Background: an optimization exercise with open tools, aiming at small area, a short achievable clock period and few clock cycles per item. Do not read the settings as production practice.
RTL that was checked went through simulation tests only; none was proved equivalent to the original.
Power figures rest on the tool's default switching activity, not on a simulated workload.

## exp/pepper
Design bson_field_locator, start of the top module:
module bson_field_locator (
  input  logic                 clk,
  input  logic                 rst,
  input  logic                 in_valid,
  output logic                 in_ready,
  input  logic [7:0]           doc_byte,
  input  logic                 doc_last,
  output logic                 out_valid,
  input  logic                 out_ready,
  output logic [1:0]           status,
  output logic [bfl_pkg::OUT_OFS_W-1:0] element_offset,
  output logic [7:0]           element_type,
  output logic [bfl_pkg::OUT_OFS_W-1:0] value_offset,
  input  logic                 cfg_valid,
  output logic                 cfg_ready,
  input  logic [1:0]           cfg_index,
  input  logic [63:0]          cfg_data
);
==> flow/config.mk <==
export PLATFORM = sky130hd
export DESIGN_NAME = bson_field_locator
export DESIGN_NICKNAME = bson_field_locator
export VERILOG_FILES = /design/flow/design.v
export SDC_FILE = /design/flow/constraint.sdc
export NUM_CORES = 4
export LEC_CHECK = 0
export ABC_AREA = 1
export CAP_MARGIN = 5
export CORE_MARGIN = 2
export CORE_UTILIZATION = 40
export CTS_CLUSTER_DIAMETER = 80
export CTS_CLUSTER_SIZE = 30
export SETUP_SLACK_MARGIN = 2.75
export SLEW_MARGIN = 5
==> flow/constraint.sdc <==
create_clock -name core_clock -period 5.0 [get_ports {clk}]
set_input_delay 1.0000 -clock core_clock [delete_from_list [all_inputs] [get_ports {clk}]]
set_output_delay 1.0000 -clock core_clock [all_outputs]
set_load 0.01 [all_outputs]
standard.sh (not shown) runs the stock make flow with config.mk's settings and CLKGATE_MAP_FILE= SYNTH_SCRIPT=/design/flow/synth_recipe.tcl, a recipe that flattens the netlist after the stock synthesis.
==> flow/flow/run.sh <==
#!/bin/bash
# The standard layout (the standard.sh: its synthesis, floorplan, placement, CTS and routing
# unchanged), with the port buffers that global placement inserts made buf_1 cells instead of the
# default delay-buffer cells. Every input and output port still gets its own buffer.
set -euo pipefail
bash standard.sh "BUFFER_PORTS_ARGS=-buffer_cell sky130_fd_sc_hd__buf_1" finish > standard_make.log 2>&1
exp/pepper: all stages complete, timing, DRC and antenna checks passed
Edits applied to the flow inputs when going from exp/pepper to exp/ember:
-- flow/config.mk --
<<< exp/pepper, line 9
export CAP_MARGIN = 5
>>> exp/ember, line 9
export CAP_MARGIN = 20
<<< exp/pepper, line 14
export SETUP_SLACK_MARGIN = 2.75
export SLEW_MARGIN = 5
>>> exp/ember, line 14
export SETUP_SLACK_MARGIN = 2.8
export SLEW_MARGIN = 20
### Flow results
- Looking at post-CTS clock slew at the launch and capture registers of the worst setup and hold paths across exp/ember and exp/pepper, the one that comes out higher is exp/ember.
- [exp/ember] total power rose 110 uW relative to exp/pepper
- Compared with exp/pepper, exp/ember shows core utilization higher by 0.93 points.
- Compared with exp/pepper, exp/ember shows sequential share of layout area lower by 1.0 points.
[inputs] exp/indigo vs exp/ember
-- flow/config.mk --
<<< exp/ember, line 14
export SETUP_SLACK_MARGIN = 2.8
>>> exp/indigo, line 14
export SETUP_SLACK_MARGIN = 2.75
## What came out
- Comparing exp/indigo against exp/ember, there is no change at all in number of buffers on the longest clock path.
- Fraction of area in clock buffers and inverters: exp/indigo lower than exp/ember
- On via count of the first global-routing pass, the lower figure sits with exp/ember, not exp/indigo.
- Compared with exp/ember, in exp/indigo non-clock inverter instance count of the final layout went down about 1.4%, fmax shrank by 0.0029 GHz.
- In the tables for exp/indigo and exp/ember, total met2 wirelength after detailed routing reads higher with exp/ember.
No functional check of the RTL was part of any run of this note.

Another version of the RTL of bson_field_locator (not shown whole).
For scale: roughly 260 flip-flops, roughly 140 I/O pins, roughly 12000 um^2 of cells after synthesis.
==> flow/design.v (excerpt) <==
module bson_field_locator (
  input  logic                 clk,
  input  logic                 rst,
  input  logic                 in_valid,
  output logic                 in_ready,
  input  logic [7:0]           doc_byte,
  input  logic                 doc_last,
  output logic                 out_valid,
  input  logic                 out_ready,
  output logic [1:0]           status,
  output logic [bfl_pkg::OUT_OFS_W-1:0] element_offset,
  output logic [7:0]           element_type,
  output logic [bfl_pkg::OUT_OFS_W-1:0] value_offset,
  input  logic                 cfg_valid,
  output logic                 cfg_ready,
  input  logic [1:0]           cfg_index,
  input  logic [63:0]          cfg_data
);
export LEC_CHECK = 0
export ABC_AREA = 1
export CAP_MARGIN = 20
export CORE_MARGIN = 2
export CORE_UTILIZATION = 40
export CTS_CLUSTER_DIAMETER = 80
export CTS_CLUSTER_SIZE = 30
export SETUP_SLACK_MARGIN = 2.75
export SLEW_MARGIN = 20
create_clock -name core_clock -period 5.0 [get_ports {clk}]
Scripts as last shown in full above: flow/flow/run.sh
The starting point went through all stages and came out clean.
Rerun with:
--- a/flow/config.mk
+++ b/flow/config.mk
@@ -13,3 +13,3 @@
 export CTS_CLUSTER_SIZE = 30
-export SETUP_SLACK_MARGIN = 2.75
+export SETUP_SLACK_MARGIN = 2.8
 export SLEW_MARGIN = 20
=> Non-clock buffer count climbs by 18; setup slack is better by 0.0080 ns; critical path depth is unchanged; cell area came out higher slightly; count of clock-buffer cells in the layout is unchanged; global-route usage increases by 0.16 points; wire length went up slightly; die area does not change.
No functional check of the RTL was part of any run of this note.

Another version of the RTL of bson_field_locator (not shown whole).
Size in the first run: about 950 cells after synthesis, ~260 flip-flops, ~140 I/O pins, ~12000 sq um of cells after synthesis.
clock: 5.0 ns
lec_check: 0
abc_clock_period_in_ps: 2000
cap_margin: 20
core_margin: 2
core_utilization: 40
setup_slack_margin: 2.6
slew_margin: 20
run.sh (not shown) runs the stock make flow with config.mk's settings and CLKGATE_MAP_FILE= SYNTH_SCRIPT=/design/flow/synth_recipe.tcl, a recipe that flattens the netlist after the stock synthesis.
Stock flow here: none of the scripts above is used.
The starting point passed the timing, design-rule and antenna checks.
Then changed:
ABC_CLOCK_PERIOD_IN_PS = default   (was 2000)
SETUP_SLACK_MARGIN = default   (was 2.6)
The changed run finished with timing, DRC and antenna clean.
Power goes down by 2.7%.
Setup slack loses 840 ps.
Wire length went down by 11%.
Non-clock buffer count went down by 100.
Then changed:
SETUP_SLACK_MARGIN = 2.6   (was default)
=> Final cell count came out higher by 7.1%. Combinational power rose by 35%. Synthesized area is unchanged. Maximum frequency climbs by 31%. Via count went up by 8.0%. Setup slack improved by 840 ps. Global-route usage increases by 2.0 points. Power rose by 2.8%. Sequential share of layout area goes down by 4.3 points. Critical path depth goes down by 1. Core utilization rose by 4.8 points.
Then changed:
==> flow/flow/run.sh (new file) <==
#!/bin/bash
# The standard layout (the standard.sh: its synthesis, floorplan, placement, CTS and routing
# unchanged), with the port buffers that global placement inserts made buf_1 cells instead of the
# default delay-buffer cells. Every input and output port still gets its own buffer.
set -euo pipefail
bash standard.sh "BUFFER_PORTS_ARGS=-buffer_cell sky130_fd_sc_hd__buf_1" finish > standard_make.log 2>&1
==> flow/standard.sh (new file) <==
#!/bin/bash
# synth_recipe.tcl (not shown) runs the flow's synth.tcl, then flattens the netlist and writes it again
# the make line also repeats each setting of config.mk as NAME=value (left out here)
make -C /OpenROAD-flow-scripts/flow DESIGN_CONFIG=/design/flow/config.mk WORK_HOME=/design/flow/orfs CLKGATE_MAP_FILE= SYNTH_SCRIPT=/design/flow/synth_recipe.tcl "${@:-finish}"
SETUP_SLACK_MARGIN = default   (was 2.6)
removed: flow/run.sh
=>
- total power came out lower by 6.4%
- non-clock buffer count came out lower by 102
- register-to-register slack is worse by 1000 ps
- fmax came out lower by 27%
No run of this note included a check of the RTL's function; only the layout flow was run.

Setup of old:
bson_field_locator, a different RTL version from the one above (not shown whole).
For scale: roughly 870 cells after synthesis, roughly 240 flip-flops, ~140 I/O pins, about 11000 sq um of cells after synthesis.
## bson_field_locator
module bson_field_locator (
  input  logic                 clk,
  input  logic                 rst,
  input  logic                 in_valid,
  output logic                 in_ready,
  input  logic [7:0]           doc_byte,
  input  logic                 doc_last,
  output logic                 out_valid,
  input  logic                 out_ready,
  output logic [1:0]           status,
  output logic [bfl_pkg::OUT_OFS_W-1:0] element_offset,
  output logic [7:0]           element_type,
  output logic [bfl_pkg::OUT_OFS_W-1:0] value_offset,
  input  logic                 cfg_valid,
  output logic                 cfg_ready,
  input  logic [1:0]           cfg_index,
  input  logic [63:0]          cfg_data
);
clock: 5.0 ns
lec_check: 0
cap_margin: 20
core_margin: 2
core_utilization: 40
slew_margin: 20
Stock flow here: none of the scripts above is used.
Testbench counts of old, summed over its fixed seeds: cycles 48,568, items 48,258.
> inputs changed (old -> new)
Settings: ABC_CLOCK_PERIOD_IN_PS now 2500, previously not set; SETUP_SLACK_MARGIN now 2.5, previously not set.
Findings:
- new has completed all stages; timing, DRC and antenna checks passed.
- Against old, new reports a worst hold margin that is lower.
- In the metrics for old and new, the one carrying the higher clock buffer count in the final layout is old.
- Diff old..new | clock power | negligible
- In the tables for old and new, internal power reads higher with new.

Setup of the baseline:
Another version of the RTL of bson_field_locator (not shown whole).
Size: ~1,200 cells after synthesis, roughly 260 flip-flops, about 140 I/O pins, roughly 12,000 µm² of cells after synthesis.
export LEC_CHECK = 0
export ABC_AREA = 1
export CAP_MARGIN = 20
export CORE_MARGIN = 2
export CORE_UTILIZATION = 40
export CTS_CLUSTER_DIAMETER = 80
export CTS_CLUSTER_SIZE = 30
export SETUP_SLACK_MARGIN = 2.75
export SLEW_MARGIN = 20
create_clock -name core_clock -period 5.0 [get_ports {clk}]
standard.sh (not shown) runs the stock make flow with config.mk's settings and CLKGATE_MAP_FILE= SYNTH_SCRIPT=/design/flow/synth_recipe.tcl, a recipe that flattens the netlist after the stock synthesis.
==> flow/flow/run.sh <==
#!/bin/bash
# The standard layout (the standard.sh: its synthesis, floorplan, placement, CTS and routing
# unchanged), with the port buffers that global placement inserts made buf_1 cells instead of the
# default delay-buffer cells. Every input and output port still gets its own buffer.
set -euo pipefail
bash standard.sh "BUFFER_PORTS_ARGS=-buffer_cell sky130_fd_sc_hd__buf_1" finish > standard_make.log 2>&1
The baseline completed; timing, DRC and antenna clean
Changes in the candidate relative to the baseline:
- changing SETUP_SLACK_MARGIN from 2.75 to 2.8
- Min wire length on met2 across the baseline and the candidate: the baseline
- On switching part of the total, the baseline and the candidate are basically level.
- The baseline -> the candidate: wire length flat
- Compared with the baseline, in the candidate number of post-CTS setup repair buffers +1; total power ~0 delta; worst relative slew slack -0.16 points; sequential cell area ~0 delta.
No run of this note included a check of the RTL's function; only the layout flow was run.

Another version of the RTL of bson_field_locator (not shown whole).
Size: roughly 1200 cells after synthesis, about 140 I/O pins, roughly 12000 µm² of cells after synthesis.
clock: 5.0 ns
lec_check: 0
abc_area: 1
cap_margin: 20
core_margin: 2
core_utilization: 40
cts_buf_list: sky130_fd_sc_hd__clkbuf_4 sky130_fd_sc_hd__clkbuf_8
setup_slack_margin: 2.8
slew_margin: 20
Scripts as last shown in full above: flow/flow/run.sh
Testbench counts at the start, summed over its fixed seeds: cycles 48,421, items 48,258.
Rerun with:
CORE_UTILIZATION = 70   (was 40)
CTS_BUF_LIST = default   (was sky130_fd_sc_hd__clkbuf_4 sky130_fd_sc_hd__clkbuf_8)
PLACE_DENSITY = 0.8   (was default)
Setup slack is better by 0.0062 ns.
Non-clock buffer count falls by 18.
Total power rises by 0.34%.
Via count rises by 3.5%.
Routed wire length falls by 5.6%.
Hold slack is better by 0.029 ns.
Die area falls by 42%.
Critical path depth rises by 10.
Combinational power falls by about 3%.
Final cell count falls by 12%.
Rerun with:
CORE_UTILIZATION = 40   (was 70)
PLACE_DENSITY = default   (was 0.8)
Effect:
- The new run finished clean
- non-clock buffer count rose by 14
- flip-flop and latch count does not change
- first-iteration DRC count fell by a quarter to a third
- synthesized cell count stays the same
- sequential power barely changes
- synthesized area does not change
- global-route usage fell by 13 points
- maximum frequency rose slightly

bson_field_locator, a different RTL version from the one above (not shown whole).
Size in the first run: roughly 1200 cells after synthesis.
clock: 5.0 ns
lec_check: 0
abc_area: 1
cap_margin: 20
core_margin: 2
core_utilization: 40
cts_cluster_diameter: 80
cts_cluster_size: 30
setup_slack_margin: 2.8
slew_margin: 20
tns_end_percent: 10
Scripts as last shown in full above: flow/flow/run.sh
The first run finished clean.
Next try:
==> flow/flow/run.sh (replaced) <==
#!/bin/bash
# The standard layout (the standard.sh: its synthesis, floorplan, placement, CTS and routing
# unchanged), with the port buffers that global placement inserts made buf_1 cells instead of the
# default delay-buffer cells (every input and output port still gets its own buffer), and timing
# repair limited to resizing, swapping and removing buffers.
set -euo pipefail
bash standard.sh "BUFFER_PORTS_ARGS=-buffer_cell sky130_fd_sc_hd__buf_1" \
  "SETUP_MOVE_SEQUENCE=unbuffer,sizeup,swap" finish > standard_make.log 2>&1
--- a/flow/config.mk
+++ b/flow/config.mk
@@ -15,2 +15 @@
 export SLEW_MARGIN = 20
-export TNS_END_PERCENT = 10
After rerunning: The changed run completed without violations; clock skew decreases by 0.0075 ns; cell count decreases by 2.5%; combinational power decreases by 11%; via count decreases by 2.8%.
Function was not checked in any run of this note: the RTL went through the layout flow alone.

RTL: one of the versions met above, not the one the previous note started from.
Size: about 1200 cells after synthesis, roughly 260 flip-flops, about 12000 µm² of cells after synthesis.
Settings: LEC_CHECK=0, ABC_AREA=1, CAP_MARGIN=5, CORE_MARGIN=2, CORE_UTILIZATION=40, CTS_CLUSTER_DIAMETER=80, CTS_CLUSTER_SIZE=30, SETUP_SLACK_MARGIN=2.8, SLEW_MARGIN=5; clock period 5.0 ns.
==> flow/flow/run.sh <==
#!/bin/bash
# The standard layout (the standard.sh: its synthesis, floorplan, placement, CTS and routing
# unchanged), with the port buffers that global placement inserts made buf_1 cells instead of the
# default delay-buffer cells. Every input and output port still gets its own buffer.
set -euo pipefail
bash standard.sh "BUFFER_PORTS_ARGS=-buffer_cell sky130_fd_sc_hd__buf_1" finish > standard_make.log 2>&1
Testbench counts at the start, summed over its fixed seeds: cycles 48,421, items 48,258.
Then changed:
CAP_MARGIN = 20   (was 5)
SLEW_MARGIN = 20   (was 5)
Result: First-iteration DRC count climbs by about 5%. Power is about the same. Sequential cell count is unchanged. Worst setup slack stays flat. Synthesized area stays the same. Design area stays the same. Utilization does not change. Wire length stays flat.

## job 101
bson_field_locator, a different RTL version from the one above (not shown whole).
Size in the first run: roughly 1200 cells after synthesis, about 260 flip-flops, ~140 I/O pins, roughly 12000 um2 of cells after synthesis.
clock: 5.0 ns
lec_check: 0
abc_area: 1
cap_margin: 20
core_margin: 2
core_utilization: 55
cts_cluster_diameter: 80
cts_cluster_size: 30
place_density: 0.65
setup_slack_margin: 2.8
slew_margin: 20
Scripts as last shown in full above: flow/flow/run.sh
Job 101 went all the way through the flow, and no timing, DRC or antenna check failed.
Input changes introduced in job 102 (baseline for comparison: job 101):
- PLACE_DENSITY: 0.65 -> unset
- CORE_UTILIZATION: 55 -> 40
Results
Compared with job 101, in job 102 setup slack went up by 0.061 ns, routed length per instance increased about 0.34%, sequential share of power shows a reduction of 0.6 points, highest net fanout along the worst path saw an increase, signed area change from the synthesized netlist to the final layout grew by 1.1 points.
No run of this note included a check of the RTL's function; only the layout flow was run.

## v36
RTL: one of the versions met above, not the one the previous note started from.
Size: roughly 970 cells after synthesis, about 260 flip-flops, roughly 140 I/O pins, ~12,000 um^2 of cells after synthesis.
clock: 5.0 ns
lec_check: 0
cap_margin: 20
core_margin: 2
core_utilization: 40
setup_slack_margin: 2.8
slew_margin: 20
Scripts as last shown in full above: flow/flow/run.sh
Testbench counts of v36, summed over its fixed seeds: cycles 48,421, items 48,258.
Input-level comparison between v7 and v36:
-- flow/config.mk --
<<< v36, line 8
>>> v7, line 8
export ABC_AREA = 1
<<< v36, line 10
export CORE_UTILIZATION = 40
>>> v7, line 11
export CORE_UTILIZATION = 60
export CTS_CLUSTER_DIAMETER = 80
export CTS_CLUSTER_SIZE = 30
export PLACE_DENSITY = 0.7
==> comparison <==
v7 reached the final stage; the timing, design-rule and antenna checks on its layout passed.
Proportion of cell area occupied by multi-input gates: v7 vs v36 up 0.71 points
v7 vs. v36: relative contribution of the clock network to total power went down by 10 points.
Most common library cell in the layout ignoring fill and taps: nand2_1 -> v7, edfxtp_1 -> v36
Delta(power, v7 - v36) < 0

## afterwards: timing with drivers on the ports
In the flow no input, the clock included, has a driving cell. The finished layouts below were timed again as built, in two steps.
Step 1 assumes that a clkbuf_16 drives the clock port and a buf_2 every other input.
Step 2 moves the port delays by t, midway between the first and last clock arrival at a register: inputs arrive t later, outputs are due t later. That takes back most of the time a late clock gives input paths.
a / b / c = ideal / step 1 / step 2; a / b = the first two.
| run | shift t [ns] | setup WS [ns] | worst setup path after step 2 | clock arrival spread, ns | cell pins on the clock port's net |
|---|---|---|---|---|---|
| exp/pepper | 0.538 | 2.816 / 2.769 / 2.469 | input to register | 0.031 / 0.031 | 1 |
| exp/ember | 0.550 | 2.830 / 2.780 / 2.437 | input to register | 0.027 / 0.027 | 1 |
| exp/indigo | 0.538 | 2.816 / 2.769 / 2.469 | input to register | 0.031 / 0.031 | 1 |
| the first run of note 2 | 0.540 | 2.768 / 2.721 / 2.490 | input to register | 0.019 / 0.020 | 1 |
| the second run of note 2 | 0.541 | 2.776 / 2.729 / 2.482 | input to register | 0.021 / 0.020 | 1 |
| the first run of note 3 | 0.591 | 2.293 / 2.293 / 2.181 | input to register | 0.025 / 0.025 | 1 |
| the second run of note 3 | 0.590 | 1.453 / 1.453 / 1.453 | register to register | 0.009 / 0.010 | 1 |
| the third run of note 3 | 0.591 | 2.293 / 2.293 / 2.181 | input to register | 0.025 / 0.025 | 1 |
| the fourth run of note 3 | 0.581 | 1.287 / 1.287 / 1.287 | register to register | 0.008 / 0.009 | 1 |
| old | 0.578 | 1.122 / 1.116 / 0.538 | input to register | 0.020 / 0.020 | 1 |
| new | 0.581 | 1.591 / 1.591 / 1.373 | input to register | 0.017 / 0.017 | 1 |
| the baseline | 0.550 | 2.745 / 2.696 / 2.429 | input to register | 0.038 / 0.038 | 1 |
| the candidate | 0.551 | 2.774 / 2.723 / 2.431 | input to register | 0.035 / 0.036 | 1 |
| the first run of note 6 | 0.593 | 2.789 / 2.745 / 2.523 | input to register | 0.028 / 0.028 | 1 |
| the second run of note 6 | 0.577 | 2.795 / 2.758 / 2.432 | input to register | 0.010 / 0.009 | 1 |
| the third run of note 6 | 0.593 | 2.816 / 2.769 / 2.511 | input to register | 0.016 / 0.016 | 1 |
| the first run of note 7 | 0.545 | 2.689 / 2.643 / 2.429 | input to register | 0.052 / 0.051 | 1 |
| the second run of note 7 | 0.546 | 2.199 / 2.199 / 2.199 | register to register | 0.043 / 0.044 | 1 |
| the first run of note 8 | 0.544 | 2.841 / 2.792 / 2.526 | input to register | 0.018 / 0.019 | 1 |
| the second run of note 8 | 0.543 | 2.844 / 2.795 / 2.519 | input to register | 0.020 / 0.020 | 1 |
| job 101 | 0.552 | 2.767 / 2.721 / 2.486 | input to register | 0.021 / 0.021 | 1 |
| job 102 | 0.541 | 2.828 / 2.780 / 2.441 | input to register | 0.018 / 0.018 | 1 |
| v36 | 0.601 | 2.702 / 2.702 / 2.344 | input to register | 0.013 / 0.013 | 1 |
| v7 | 0.544 | 2.825 / 2.777 / 2.414 | input to register | 0.025 / 0.025 | 1 |
After both steps every run listed still meets setup and hold. For old, which loses most, drivers alone change the setup slack by -0.006 ns; drivers and shift together by -0.584 ns.
